Context: an optimization exercise on an open-source flow, tuned for small area, a short achievable clock period and few clock cycles per item. The choices shown serve that exercise and are no tape-out recipe.
In this exercise RTL edits were held to simulation tests only and were not proved equivalent to the original.
Power is estimated from default activity; no workload was simulated.

### flow/run.sh
#!/bin/bash
# synth_recipe.tcl (not shown) runs the flow's synth.tcl, then flattens the netlist and writes it again
# the make line also repeats each setting of config.mk as NAME=value (left out here)
make -C /OpenROAD-flow-scripts/flow DESIGN_CONFIG=/design/flow/config.mk WORK_HOME=/design/flow/orfs CLKGATE_MAP_FILE= SYNTH_SCRIPT=/design/flow/synth_recipe.tcl finish
### flow/config.mk
export PLATFORM = sky130hd
export DESIGN_NAME = me_top
export DESIGN_NICKNAME = me_top
export VERILOG_FILES = /design/flow/design.v
export SDC_FILE = /design/flow/constraint.sdc
export NUM_CORES = 4
export LEC_CHECK = 0
export CAP_MARGIN = 20
export CORE_MARGIN = 2
export CORE_UTILIZATION = 40
export SLEW_MARGIN = 20
### flow/constraint.sdc
create_clock -name core_clock -period 7.0 [get_ports {clk}]
set_input_delay 1.4000 -clock core_clock [delete_from_list [all_inputs] [get_ports {clk}]]
set_output_delay 1.4000 -clock core_clock [all_outputs]
set_load 0.01 [all_outputs]
### flow/design.v
package me_pkg;
    localparam int BLOCK_DIM    = 4;
    localparam int BLOCK_PIX    = BLOCK_DIM * BLOCK_DIM;
    localparam int AREA_DIM     = 8;
    localparam int SEARCH_DIM   = AREA_DIM - BLOCK_DIM + 1;
    localparam int NUM_CAND     = SEARCH_DIM * SEARCH_DIM;
    localparam int SEARCH_RANGE = 2;
    localparam int PIXEL_W = 8;
    localparam int SAD_W   = 12;
    localparam int COORD_W = 3;
    localparam int MV_W    = 3;
    localparam int LINE_LEN = 24;
    typedef logic [PIXEL_W-1:0] pixel_t;
    typedef logic [SAD_W-1:0] sad_t;
    typedef logic [COORD_W-1:0] coord_t;
    typedef logic [BLOCK_PIX*PIXEL_W-1:0] block_flat_t;
    typedef logic [LINE_LEN*PIXEL_W-1:0] line_flat_t;
    typedef logic signed [MV_W-1:0] mv_t;
endpackage
`timescale 1ns/1ns
module block_buffer (
    input  logic                clk,
    input  logic                block_valid,
    input  me_pkg::pixel_t      in_data,
    output me_pkg::block_flat_t block
);
    always_ff @(posedge clk) begin
        if (block_valid) begin
            block <= {~in_data, block[me_pkg::BLOCK_PIX*me_pkg::PIXEL_W-1:me_pkg::PIXEL_W]};
        end
    end
endmodule
`timescale 1ns/1ns
module sad_cell (
    input  me_pkg::pixel_t a,
    input  me_pkg::pixel_t b_n,
    output me_pkg::pixel_t m,
    output logic           s
);
    me_pkg::pixel_t t;
    assign {s, t} = {1'b0, a} + {1'b0, b_n};
    assign m      = t ^ {me_pkg::PIXEL_W{~s}};
endmodule
`timescale 1ns/1ns
module sad_array (
    input  logic                clk,
    input  logic                rst_n,
    input  logic                block_valid,
    input  logic                area_valid,
    input  me_pkg::pixel_t      in_data,
    input  me_pkg::block_flat_t block,
    output me_pkg::sad_t        sad,
    output logic                sad_valid,
    output me_pkg::coord_t      cand_row,
    output me_pkg::coord_t      cand_col
);
    localparam int W = me_pkg::PIXEL_W;
    me_pkg::pixel_t sample;
    logic           sample_valid;
    always_ff @(posedge clk) begin
        sample <= in_data;
    end
    always_ff @(posedge clk or negedge rst_n) begin
        if (!rst_n) begin
            sample_valid <= 1'b0;
        end else begin
            sample_valid <= area_valid;
        end
    end
    me_pkg::coord_t area_row;
    me_pkg::coord_t area_col;
    logic           win_end;
    always_ff @(posedge clk or negedge rst_n) begin
        if (!rst_n) begin
            area_row <= '0;
            area_col <= '0;
        end else if (block_valid) begin
            area_row <= '0;
            area_col <= '0;
        end else if (sample_valid) begin
            area_col <= area_col + 1'b1;
            if (area_col == me_pkg::coord_t'(me_pkg::AREA_DIM - 1)) begin
                area_row <= area_row + 1'b1;
            end
        end
    end
    assign win_end = sample_valid && (area_row >= me_pkg::coord_t'(me_pkg::BLOCK_DIM - 1)) &&
                     (area_col >= me_pkg::coord_t'(me_pkg::BLOCK_DIM - 1));
    always_ff @(posedge clk or negedge rst_n) begin
        if (!rst_n) begin
            sad_valid <= 1'b0;
        end else begin
            sad_valid <= win_end;
        end
    end
    assign cand_col = area_col ^ 3'b100;
    assign cand_row = (area_col == '0) ? area_row - 3'd4 : area_row - 3'd3;
    localparam int LEN = 12;
    logic [LEN*W-1:0] line;
    always_ff @(posedge clk) begin
        if (sample_valid) begin
            line <= {line[(LEN-1)*W-1:0], sample};
        end
    end
    me_pkg::pixel_t pix [me_pkg::BLOCK_PIX];
    me_pkg::pixel_t m   [me_pkg::BLOCK_PIX];
    logic [me_pkg::BLOCK_PIX-1:0] s;
    assign pix[0] = line[11*W +: W];
    assign pix[1] = line[11*W +: W];
    assign pix[2] = line[11*W +: W];
    assign pix[3] = line[11*W +: W];
    assign pix[4] = line[7*W +: W];
    assign pix[5] = line[7*W +: W];
    assign pix[6] = line[7*W +: W];
    assign pix[7] = line[7*W +: W];
    assign pix[8] = line[3*W +: W];
    assign pix[9] = line[3*W +: W];
    assign pix[10] = line[3*W +: W];
    assign pix[11] = line[3*W +: W];
    assign pix[12] = sample;
    assign pix[13] = sample;
    assign pix[14] = sample;
    assign pix[15] = sample;
    for (genvar j = 0; j < me_pkg::BLOCK_PIX; j++) begin : g_pix
        sad_cell i_sad_cell (
            .a   (pix[j]),
            .b_n (block[j*W +: W]),
            .m   (m[j]),
            .s   (s[j])
        );
    end
    logic [7:0] part0;
    logic [8:0] part1;
    logic [9:0] part2;
    logic [9:0] part3;
    logic [10:0] part4;
    logic [10:0] part5;
    logic [10:0] part6;
    logic [10:0] part7;
    logic [11:0] part8;
    logic [11:0] part9;
    logic [11:0] part10;
    logic [11:0] part11;
    logic [11:0] part12;
    logic [11:0] part13;
    logic [11:0] part14;
    logic [7:0] part0_d;
    assign part0_d = 8'(m[0]) + 8'(s[0]);
    logic [8:0] part1_d;
    assign part1_d = 9'(part0) + 9'(m[1]) + 9'(s[1]);
    logic [9:0] part2_d;
    assign part2_d = 10'(part1) + 10'(m[2]) + 10'(s[2]);
    logic [9:0] part3_d;
    assign part3_d = 10'(part2) + 10'(m[3]) + 10'(s[3]);
    logic [10:0] part4_d;
    assign part4_d = 11'(part3) + 11'(m[4]) + 11'(s[4]);
    logic [10:0] part5_d;
    assign part5_d = 11'(part4) + 11'(m[5]) + 11'(s[5]);
    logic [10:0] part6_d;
    assign part6_d = 11'(part5) + 11'(m[6]) + 11'(s[6]);
    logic [10:0] part7_d;
    assign part7_d = 11'(part6) + 11'(m[7]) + 11'(s[7]);
    logic [11:0] part8_d;
    assign part8_d = 12'(part7) + 12'(m[8]) + 12'(s[8]);
    logic [11:0] part9_d;
    assign part9_d = 12'(part8) + 12'(m[9]) + 12'(s[9]);
    logic [11:0] part10_d;
    assign part10_d = 12'(part9) + 12'(m[10]) + 12'(s[10]);
    logic [11:0] part11_d;
    assign part11_d = 12'(part10) + 12'(m[11]) + 12'(s[11]);
    logic [11:0] part12_d;
    assign part12_d = 12'(part11) + 12'(m[12]) + 12'(s[12]);
    logic [11:0] part13_d;
    assign part13_d = 12'(part12) + 12'(m[13]) + 12'(s[13]);
    logic [11:0] part14_d;
    assign part14_d = 12'(part13) + 12'(m[14]) + 12'(s[14]);
    logic [11:0] sad_d;
    assign sad_d = 12'(part14) + 12'(m[15]) + 12'(s[15]);
    always_ff @(posedge clk) begin
        if (sample_valid) begin
            part0 <= part0_d;
            part1 <= part1_d;
            part2 <= part2_d;
            part3 <= part3_d;
            part4 <= part4_d;
            part5 <= part5_d;
            part6 <= part6_d;
            part7 <= part7_d;
            part8 <= part8_d;
            part9 <= part9_d;
            part10 <= part10_d;
            part11 <= part11_d;
            part12 <= part12_d;
            part13 <= part13_d;
            part14 <= part14_d;
            sad <= sad_d;
        end
    end
endmodule
`timescale 1ns/1ns
module min_search (
    input  logic           clk,
    input  logic           rst_n,
    input  me_pkg::sad_t   sad,
    input  logic           sad_valid,
    input  me_pkg::coord_t cand_row,
    input  me_pkg::coord_t cand_col,
    output logic           out_valid,
    output me_pkg::mv_t    out_vector
);
    me_pkg::sad_t min_sad;
    me_pkg::mv_t  best_x;
    me_pkg::mv_t  best_y;
    logic         first;
    logic         last;
    logic         less;
    logic         y_cycle;
    assign first = (cand_row == '0) && (cand_col == '0);
    assign last  = sad_valid && (cand_row == 3'd4) && (cand_col == 3'd4);
    assign less  = sad < min_sad;
    always_ff @(posedge clk) begin
        if (sad_valid && (first || less)) begin
            min_sad <= sad;
            best_x  <= me_pkg::mv_t'(cand_col - 3'd2);
            best_y  <= me_pkg::mv_t'(3'd2 - cand_row);
        end
    end
    always_ff @(posedge clk or negedge rst_n) begin
        if (!rst_n) begin
            y_cycle <= 1'b0;
        end else begin
            y_cycle <= last;
        end
    end
    assign out_valid  = last || y_cycle;
    assign out_vector = last    ? (less ? me_pkg::mv_t'(3'sd2) : best_x) :
                        y_cycle ? best_y : '0;
endmodule
`timescale 1ns/1ns
module me_top (
    input  logic           clk,
    input  logic           rst_n,
    input  logic           block_valid,
    input  logic           area_valid,
    input  me_pkg::pixel_t in_data,
    output logic           out_valid,
    output me_pkg::mv_t    out_vector
);
    me_pkg::block_flat_t block;
    me_pkg::sad_t        sad;
    logic                sad_valid;
    me_pkg::coord_t      cand_row;
    me_pkg::coord_t      cand_col;
    block_buffer i_block_buffer (
        .clk         (clk),
        .block_valid (block_valid),
        .in_data     (in_data),
        .block       (block)
    );
    sad_array i_sad_array (
        .clk         (clk),
        .rst_n       (rst_n),
        .block_valid (block_valid),
        .area_valid  (area_valid),
        .in_data     (in_data),
        .block       (block),
        .sad         (sad),
        .sad_valid   (sad_valid),
        .cand_row    (cand_row),
        .cand_col    (cand_col)
    );
    min_search i_min_search (
        .clk        (clk),
        .rst_n      (rst_n),
        .sad        (sad),
        .sad_valid  (sad_valid),
        .cand_row   (cand_row),
        .cand_col   (cand_col),
        .out_valid  (out_valid),
        .out_vector (out_vector)
    );
endmodule
==> summary.txt, run 1 <==
Outcome
  – Outcome: complete, no violations

Place
  – Post-detail-place hpwl: about 38,000 µm
  – Port Buf Inserts: 15
  – Post-placement setup slack: ~2900 ps
  – Placer congestion estimate: between 0.8 and 0.9

Finish
  – NumNets Final: ~2,500
  – FF+latch area: between 10,000 and 15,000 µm²
  – Share of cells above drive strength 1: 6.21%
  – Synthesis-to-layout area growth: 10.9%
  – N_diodes: 0
  – Multi-input logic area: about 12,000 µm²
  – Filler cell count: slightly below 6,000
  – Core Util, Final: between 40 and 50%

Flow run
  – Max-Cap Viols: 0

Timing
  – Tmin final: approximately 4700 ps
  – # setup viols final: 0
  – Final WS setup: approximately 2300 ps
  – Slew HR: between 20% and 30%
  – F_max: 215 MHz
  – Pin slew with the least headroom to its limit: between 1000 and 1500 ps
  – Worst clock skew: 27.3 ps
  – Setup TNS: 0 ps
  – Final-report hold violation count: 0
  – Max Slew Vio Count: 0
  – RSZ-0062 raised after global routing: false
  – Final worst path period share: between 60% and 70%
  – WHS: about 400 ps

Routing
  – Routed wl met3: approximately 1800 µm
  – WL/cell: roughly 17 µm
  – Residual DRC: 0
  – Vias per cell: 5.18
  – WL met1: between 20,000 and 25,000 µm
  – Total number of vias: roughly 16,000
  – Met2 wire length: around 24,000 µm
  – Top layer in use: met4
  – Drt pass-1 iters: 6
  – Antenna viol nets, final: 0
  – Drt first-iter violations: ~1,100
  – Total Routed Length: around 52,000 µm

Clock network
  – Num Clock Sinks: 436
  – Later-pin clock latency in the skew report: ~600 ps
  – TritonCTS Buffers: 48
  – Post-CTS setup buffer count: 0
  – CTS tree: yes
  – CTS H-tree lvls: 2
  – Post_cts resized: 0
  – CTS Hold Bufs: 0
  – Clk pin slew, worst setup/hold paths: 60 ps
  – Clock Tree Buf Depth: 3
  – Root Buffer: clkbuf_16

Critical path
  – CP arrival: between 3000 and 4000 ps
  – Crit. End Element: output port
  – Startpoint types: flip-flop
  – CP peak stage delay: between 500 and 600 ps
  – CP Class: flip-flop to output port
  – CP Max Fanout: 6
  – Worst EP required: about 5600 ps
  – CP top delay family: buffers and inverters
  – Cells along the critical path: inv_1 > ha_1 > nand2_1 > mux2_2 > inv_1 > ha_1 > nand4_1 > inv_1 > and2_1 > a32o_1 > clkdlybuf4s50_1
  – Most used cell, CP: inv_1
  – CP bufs+invs: 4
  – Slowest CP cell: clkdlybuf4s50_1

Yosys
  – FFs w/ async S/R, synth: between 2 and 2.5%
  – Synth area leader: edfxtp_1
  – Yosys reg bits: 436
  – Sequential share of the synthesized area: between 40 and 50%
  – Cell Area, Synth: ~26,000 µm²
  – Mean cell area of the mapped netlist: 12.0 µm²
  – Yosys top cell area share: between 40% and 50%
  – Cell with the most instances after synthesis: edfxtp_1
  – Post-Synthesis Cells: 2,155
  – Ys flop type: edfxtp_1
  – Post-synth EDFFs: about 420
  – Yosys warns: 6
  – Mapped Nets: between 2,000 and 2,500
  – Count of cell types in the netlist: 73
  – Synth area leaders: edfxtp_1, ha_1, xnor2_1
  – Commonest cells post-synth: edfxtp_1, ha_1, xnor2_1

Die
  – Die area: 66,900 µm²
  – Row count: 93
  – Top-Level Pins: 16
  – Die Span Y: about 260 µm
  – Initial Util: 40.4%
  – Die X: about 260 µm
  – Core Box Area: about 64,000 µm²

GRT
  – First-pass GRT wire length: about 83,000 µm
  – Largest net degree at the start of global routing: 80
  – Total grt overflow: 0
  – Gr usage total: approximately 15%
  – Initial antenna violation count: 0
  – Vias in the first global route: roughly 16,000

Worst hold path
  – HP Class: flip-flop to flip-flop

Power
  – P per Cell Area: roughly 420 nW/µm²
  – Max IR drop VDD: approximately 0.00021 V
  – LEAKAGE: 0.0111 µW
layer usage:
layer,vias to the layer above,global-route usage [%]
li1,8088,-
met1,7644,21.1
met2,277,25.0
met3,97,2.22
met4,0,5.35
met5,-,0
layout by cell type, fill, tap and decap left out, types with 8 or more instances in the layout:
master | netlist | final
a211oi_1 | 12 | 12
a211oi_2 | 16 | 16
a21o_1 | 68 | 68
a21oi_1 | 129 | 129
and3_1 | 9 | 9
clkbuf_16 | 0 | 48
clkdlybuf4s50_1 | 0 | 14
clkinv_2 | 0 | 9
dfrtp_1 | 9 | 8
dfxtp_1 | 8 | 8
edfxtp_1 | 419 | 419
fa_1 | 31 | 31
ha_1 | 254 | 254
inv_1 | 138 | 138
nand2_1 | 103 | 103
nand2b_1 | 28 | 28
nand3_1 | 17 | 17
nand4_1 | 8 | 8
nand4b_1 | 9 | 9
nor2_1 | 146 | 146
nor2b_1 | 49 | 49
nor3_1 | 19 | 19
nor3b_1 | 12 | 12
nor4_1 | 8 | 8
o2111ai_1 | 14 | 14
o211ai_1 | 14 | 14
o21a_1 | 40 | 40
o21ai_0 | 86 | 86
o21ai_1 | 20 | 20
o22ai_1 | 8 | 8
o2bb2ai_1 | 10 | 10
o31a_1 | 15 | 15
or2_2 | 12 | 12
xnor2_1 | 245 | 245
xor2_1 | 81 | 81
cells by family after synthesis:
group | count (synthesis) | share of synthesized area [%]
buf+inv | 146 | 2.12
flops | 436 | 50.0
xor+xnor | 327 | 11.1
simple gates | 444 | 8.43
compound gates | 515 | 13.7
mux | 2 | 0.0820
fa+ha+maj | 285 | 14.6
registers in the layout, summed over array words and instances (netlist names), 10 cells and up:
name                  flops
i_sad_array.part3        10
i_sad_array.part7        11
i_sad_array.sad          12
i_sad_array.part2        10
i_sad_array.part13       12
i_sad_array.part10       12
i_sad_array.part12       12
i_sad_array.part14       12
i_min_search.min_sad     12
i_sad_array.part9        12
i_sad_array.part4        11
i_sad_array.part6        11
i_block_buffer.block    128
i_sad_array.part8        12
i_sad_array.part11       12
i_sad_array.line         96
i_sad_array.part5        11
metrics by stage:
step	instance area (µm²)	total power, µW	std cells
final	28800	12100	3109
after detailed placement	27200	9530	3022
after global routing	28800	13000	3109
after CTS	28800	12200	3109
after global placement	27200	9460	3022
after floorplan	25900	8370	2155
power breakdown:
group | switching [µW] | internal [µW]
sequential | 416 | 3890
clock | 1070 | 1490
combinational | 2870 | 2370
total | 4360 | 7740
path summary, 6_finish.rpt:
check / depth (start not counted) / to / slack (ps) / from
setup / recovery: 11 / out_vector[0] / 2340 / i_sad_array.area_col[0]
hold / removal: 0 / i_sad_array.line[55] / 400 / i_sad_array.line[47]
setup reg to reg: 16 / i_sad_array.part5[10] / 2910 / i_sad_array.line[56]
hold reg to reg: 0 / i_sad_array.line[55] / 400 / i_sad_array.line[47]
max in group asynchronous: 1 / i_sad_array.sample_valid / 5560 / rst_n
min in group asynchronous: 1 / i_sad_array.sample_valid / 1100 / rst_n
layout make-up:
cell class / count / share of cell area, %
Clock buffer: 51 / 4.22
Multi-Input combinational cell: 1573 / 43.2
Timing Repair Buffer: 20 / 0.644
Sequential cell: 436 / 45.1
Tap cell: 855 / 3.72
Clock inverter: 36 / 1.34
Inverter: 138 / 1.80
Testbench counts, summed over its fixed seeds: cycles 15,560, jobs 192.
==> run 2, diff against run 1 <==
--- a/flow/config.mk
+++ b/flow/config.mk
@@ -5,6 +5,7 @@
 export SDC_FILE = /design/flow/constraint.sdc
 export NUM_CORES = 4
 export LEC_CHECK = 0
+export ABC_AREA = 1
 export CAP_MARGIN = 20
 export CORE_MARGIN = 2
 export CORE_UTILIZATION = 40
==> run 2 against run 1 <==
Net effect: still clean; via count rose by 11%; clock skew decreased by 2.7 ps; count of clock-buffer cells in the layout is 6 higher; first-iteration DRC count rose by 4.6%; largest power group unchanged.
==> summary.txt, run 2 <==
Yosys
  – FFs w/ async S/R, synth: between 2 and 2.5%
  – Simple-gate share of the synthesized area: roughly 15%
  – Post-Synthesis Cells: around 2,600
  – Main combinational cell family by area after synthesis: simple AND/OR/NAND/NOR gates
  – Mean cell area of the mapped netlist: 10.3 µm²
  – Ys flop type: edfxtp_1
  – Cell Area, Synth: 26,500 µm²
  – Post-synthesis mux area share: 0%
  – Sequential share of the synthesized area: 49.0%
  – Count of cell types in the netlist: 45
  – Synth area leader: edfxtp_1
  – Yosys top cell area share: 47.6%
  – Synth Area in XOR/XNOR: under 10%
  – Yosys warns: 6
  – Synth area leaders: edfxtp_1, ha_1, nand2_1
  – Commonest cells post-synth: nand2_1, edfxtp_1, inv_1
  – Mapped Nets: roughly 2,900
  – Synth Area in Adders: 14.4%
  – Yosys reg bits: 436
  – Post-synth EDFFs: 419
  – Cell with the most instances after synthesis: nand2_1
  – Synth Area in Compound Gates: 7.97%

Routing
  – Total number of vias: 17,800
  – WL/cell: between 15 and 20 µm
  – Vias per cell: roughly 5.0
  – Drt pass-1 iters: 5
  – Total Routed Length: about 55,000 µm
  – Drt first-iter violations: ~1,100
  – Residual DRC: 0
  – Antenna viol nets, final: 0

Timing
  – Slew HR: 31.7%
  – Setup TNS: 0 ps
  – Final-report hold violation count: 0
  – Worst clock skew: between 20 and 25 ps
  – Pin slew with the least headroom to its limit: 1020 ps
  – Final worst path period share: around two thirds
  – RSZ-0062 raised after global routing: false
  – Tmin final: ~4700 ps
  – # setup viols final: 0
  – F_max: around 210 MHz
  – Max Slew Vio Count: 0

Finish
  – Max FFs per register: approximately 130
  – Final instance area: just under 30,000 µm²
  – Commonest non-fill, non-tap cells in the layout: nand2_1, edfxtp_1, inv_1, ha_1, xor2_1
  – N_diodes: 0
  – Commonest non-fill, non-tap cell in the layout: nand2_1
  – Largest reg by FF count: i_block_buffer.block
  – NumNets Final: between 2,000 and 3,000
  – Synthesis-to-layout area growth: 11.4%
  – Filler cell count: between 6,000 and 7,000
  – Share of cells above drive strength 1: under 10%
  – Biggest regs: i_block_buffer.block x128, i_sad_array.line x96

GRT
  – Initial antenna violation count: 0
  – First-pass GRT wire length: a little under 90,000 µm
  – Grt peak-use layer: met2
  – Vias in the first global route: around 17,000
  – Total grt overflow: 0
  – Gr usage total: 16.0%
  – GR Layer Usage met2: between 20% and 30%
  – GRT met1 Usage: between 20% and 30%
  – Grt met3 use: roughly 2.4%
  – Largest net degree at the start of global routing: 190

Clock network
  – Later-pin clock latency in the skew report: about 600 ps
  – Root Buffer: clkbuf_16
  – Post_cts resized: 0
  – Post-CTS setup buffer count: 0
  – Num Clock Sinks: about 440
  – Clk pin slew, worst setup/hold paths: approximately 60 ps
  – TritonCTS Buffers: 50
  – CTS H-tree lvls: 2
  – CTS Hold Bufs: 0
  – Clock Tree Buf Depth: 3
  – CTS tree: yes

Die
  – Core Box Area: around 66,000 µm²
  – Die Span Y: about 260 µm
  – Top-Level Pins: 16
  – Row count: between 90 and 100
  – Die X: ~260 µm
  – Initial Util: between 40% and 50%
  – Die area: between 60,000 and 70,000 µm²

Critical path
  – R2r startpoint: i_sad_array.line[89]
  – Worst EP required: between 5000 and 6000 ps
  – CP arrival: 3260 ps
  – Slowest CP cell: clkdlybuf4s50_1
  – Startpoint types: flip-flop
  – Reg2Reg Capture Point: i_sad_array.part3[9]
  – Cells along the critical path: inv_1 > ha_1 > nand2_1 > xor2_1 > ha_1 > nand2_1 > nor3_1 > inv_1 > o21ai_0 > clkdlybuf4s50_1
  – Critical Path Sink: out_vector[1]
  – R2R depth: 18
  – CP peak stage delay: approximately 560 ps
  – Setup crit start: i_sad_array.area_col[0]
  – CP Class: flip-flop to output port
  – Crit. End Element: output port
  – CP Max Fanout: 6
  – R2R setup slack: about 3300 ps

Power
  – Sequential Power Share: 35.3%
  – Max IR drop VDD: between 0.0002 and 0.00025 V
  – Psw: approximately 4600 µW
  – Logic pwr share: 41.9%
  – P per Cell Area: 409 nW/µm²
  – Internal power: between 7000 and 8000 µW
  – Clk pwr share: 22.8%
  – Switch share: 38.0%
  – LEAKAGE: 0.0127 µW

Place
  – Placer congestion estimate: between 0.9 and 1
  – Post-detail-place hpwl: between 40,000 and 50,000 µm
  – Placed Area: roughly 28,000 µm²
  – Port Buf Inserts: 15

Worst hold path
  – HP Class: flip-flop to flip-flop

Flow run
  – Max-Cap Viols: 0

Outcome
  – Outcome: complete, no violations
-- run 2: power by group through the flow --
stage / Combinational, µW / Sequential (µW) / Clock (µW)
final: 5050 / 4260 / 2740
after global routing: 5700 / 4330 / 2920
after CTS: 5030 / 4270 / 2820
after detailed placement: 4970 / 4290 / 0
after global placement: 4900 / 4310 / 0
after floorplan: 3920 / 4130 / 0
-- run 2: cell families after synthesis --
| kind of cell | after synthesis |
|---|---|
| and+or+nand+nor | 898 |
| DFF | 436 |
| AOI/OAI and AO/OA | 370 |
| xor gates and xnor gates | 291 |
| buffers and inverters | 285 |
| adders and majority gates | 285 |
-- run 2: worst max-delay path, delay by kind of cell, from the launching register on --
kind | cells | cell delay [ps]
compound gates | 1 | 190
xor+xnor | 1 | 250
fa+ha+maj | 2 | 440
buf+inv | 3 | 800
flops | 1 | 390
simple gates | 3 | 610
-- run 2: final cells by class --
| class | count | area [µm²] | area share, % |
|---|---|---|---|
| Sequential cell | 436 | 13000 | 44.0 |
| Tap cell | 864 | 1080 | 3.67 |
| Clock buffer | 57 | 1300 | 4.41 |
| Timing Repair Buffer | 19 | 194 | 0.658 |
| Multi-Input combinational cell | 1844 | 12400 | 42.2 |
| Inverter | 285 | 1070 | 3.63 |
| Clock inverter | 35 | 425 | 1.44 |
-- run 2: worst min-delay path by stage --
stage / from / end / slack, ps / cells after the start
floorplan: i_sad_array.line[2] / i_sad_array.line[10] / 400 / 0
finish: i_sad_array.line[13] / i_sad_array.line[21] / 420 / 0
detailed placement: i_sad_array.line[7] / i_sad_array.line[15] / 400 / 0
global route: i_sad_array.line[82] / i_sad_array.line[90] / 420 / 0
global placement: i_sad_array.line[20] / i_sad_array.line[28] / 400 / 0
CTS: i_sad_array.line[13] / i_sad_array.line[21] / 420 / 0
-- run 2: metal layers --
metal  wire length [µm]  up-vias
met5                  0        -
met4                925        0
met3               1880       62
met2              26000      295
met1              26200     8406
li1                   -     9041
-- run 2: stage by stage --
step	setup slack (ps)	hold slack (ps)	utilization (%)	std cells	total power (µW)
finish	2340	415	44.9	3540	12100
global route	2070	420	44.9	3540	13000
CTS	2340	416	44.9	3540	12100
detailed placement	2990	405	42.3	3448	9260
global placement	3060	400	42.3	3448	9210
floorplan	2710	400	-	2565	8050

## static timing again, ports no longer ideal
Ports are ideal in the flow. The routed layouts listed here were re-timed in OpenROAD. Step 1 sets driving cells, clkbuf_16 on the clock port and buf_2 on the other inputs (assumed; they add their load-dependent delay and slew). Step 2, shift: input delay + t, output delay - t, t = (earliest + latest rising clock arrival at the registers) / 2. This alone moves slack from input paths to output paths. Slacks: ideal ports / drivers / drivers and shift; pairs: ideal ports / drivers.
run	shift t [ns]	slack for setup (ns)	worst setup path after step 2	worst slew at a driven data input, ns
run 1	0.653	2.338 / 2.280 / 2.909	register to register	0.04
run 2	0.650	2.343 / 2.284 / 2.934	register to output	0.06
After both steps setup and hold are still met in every run listed.
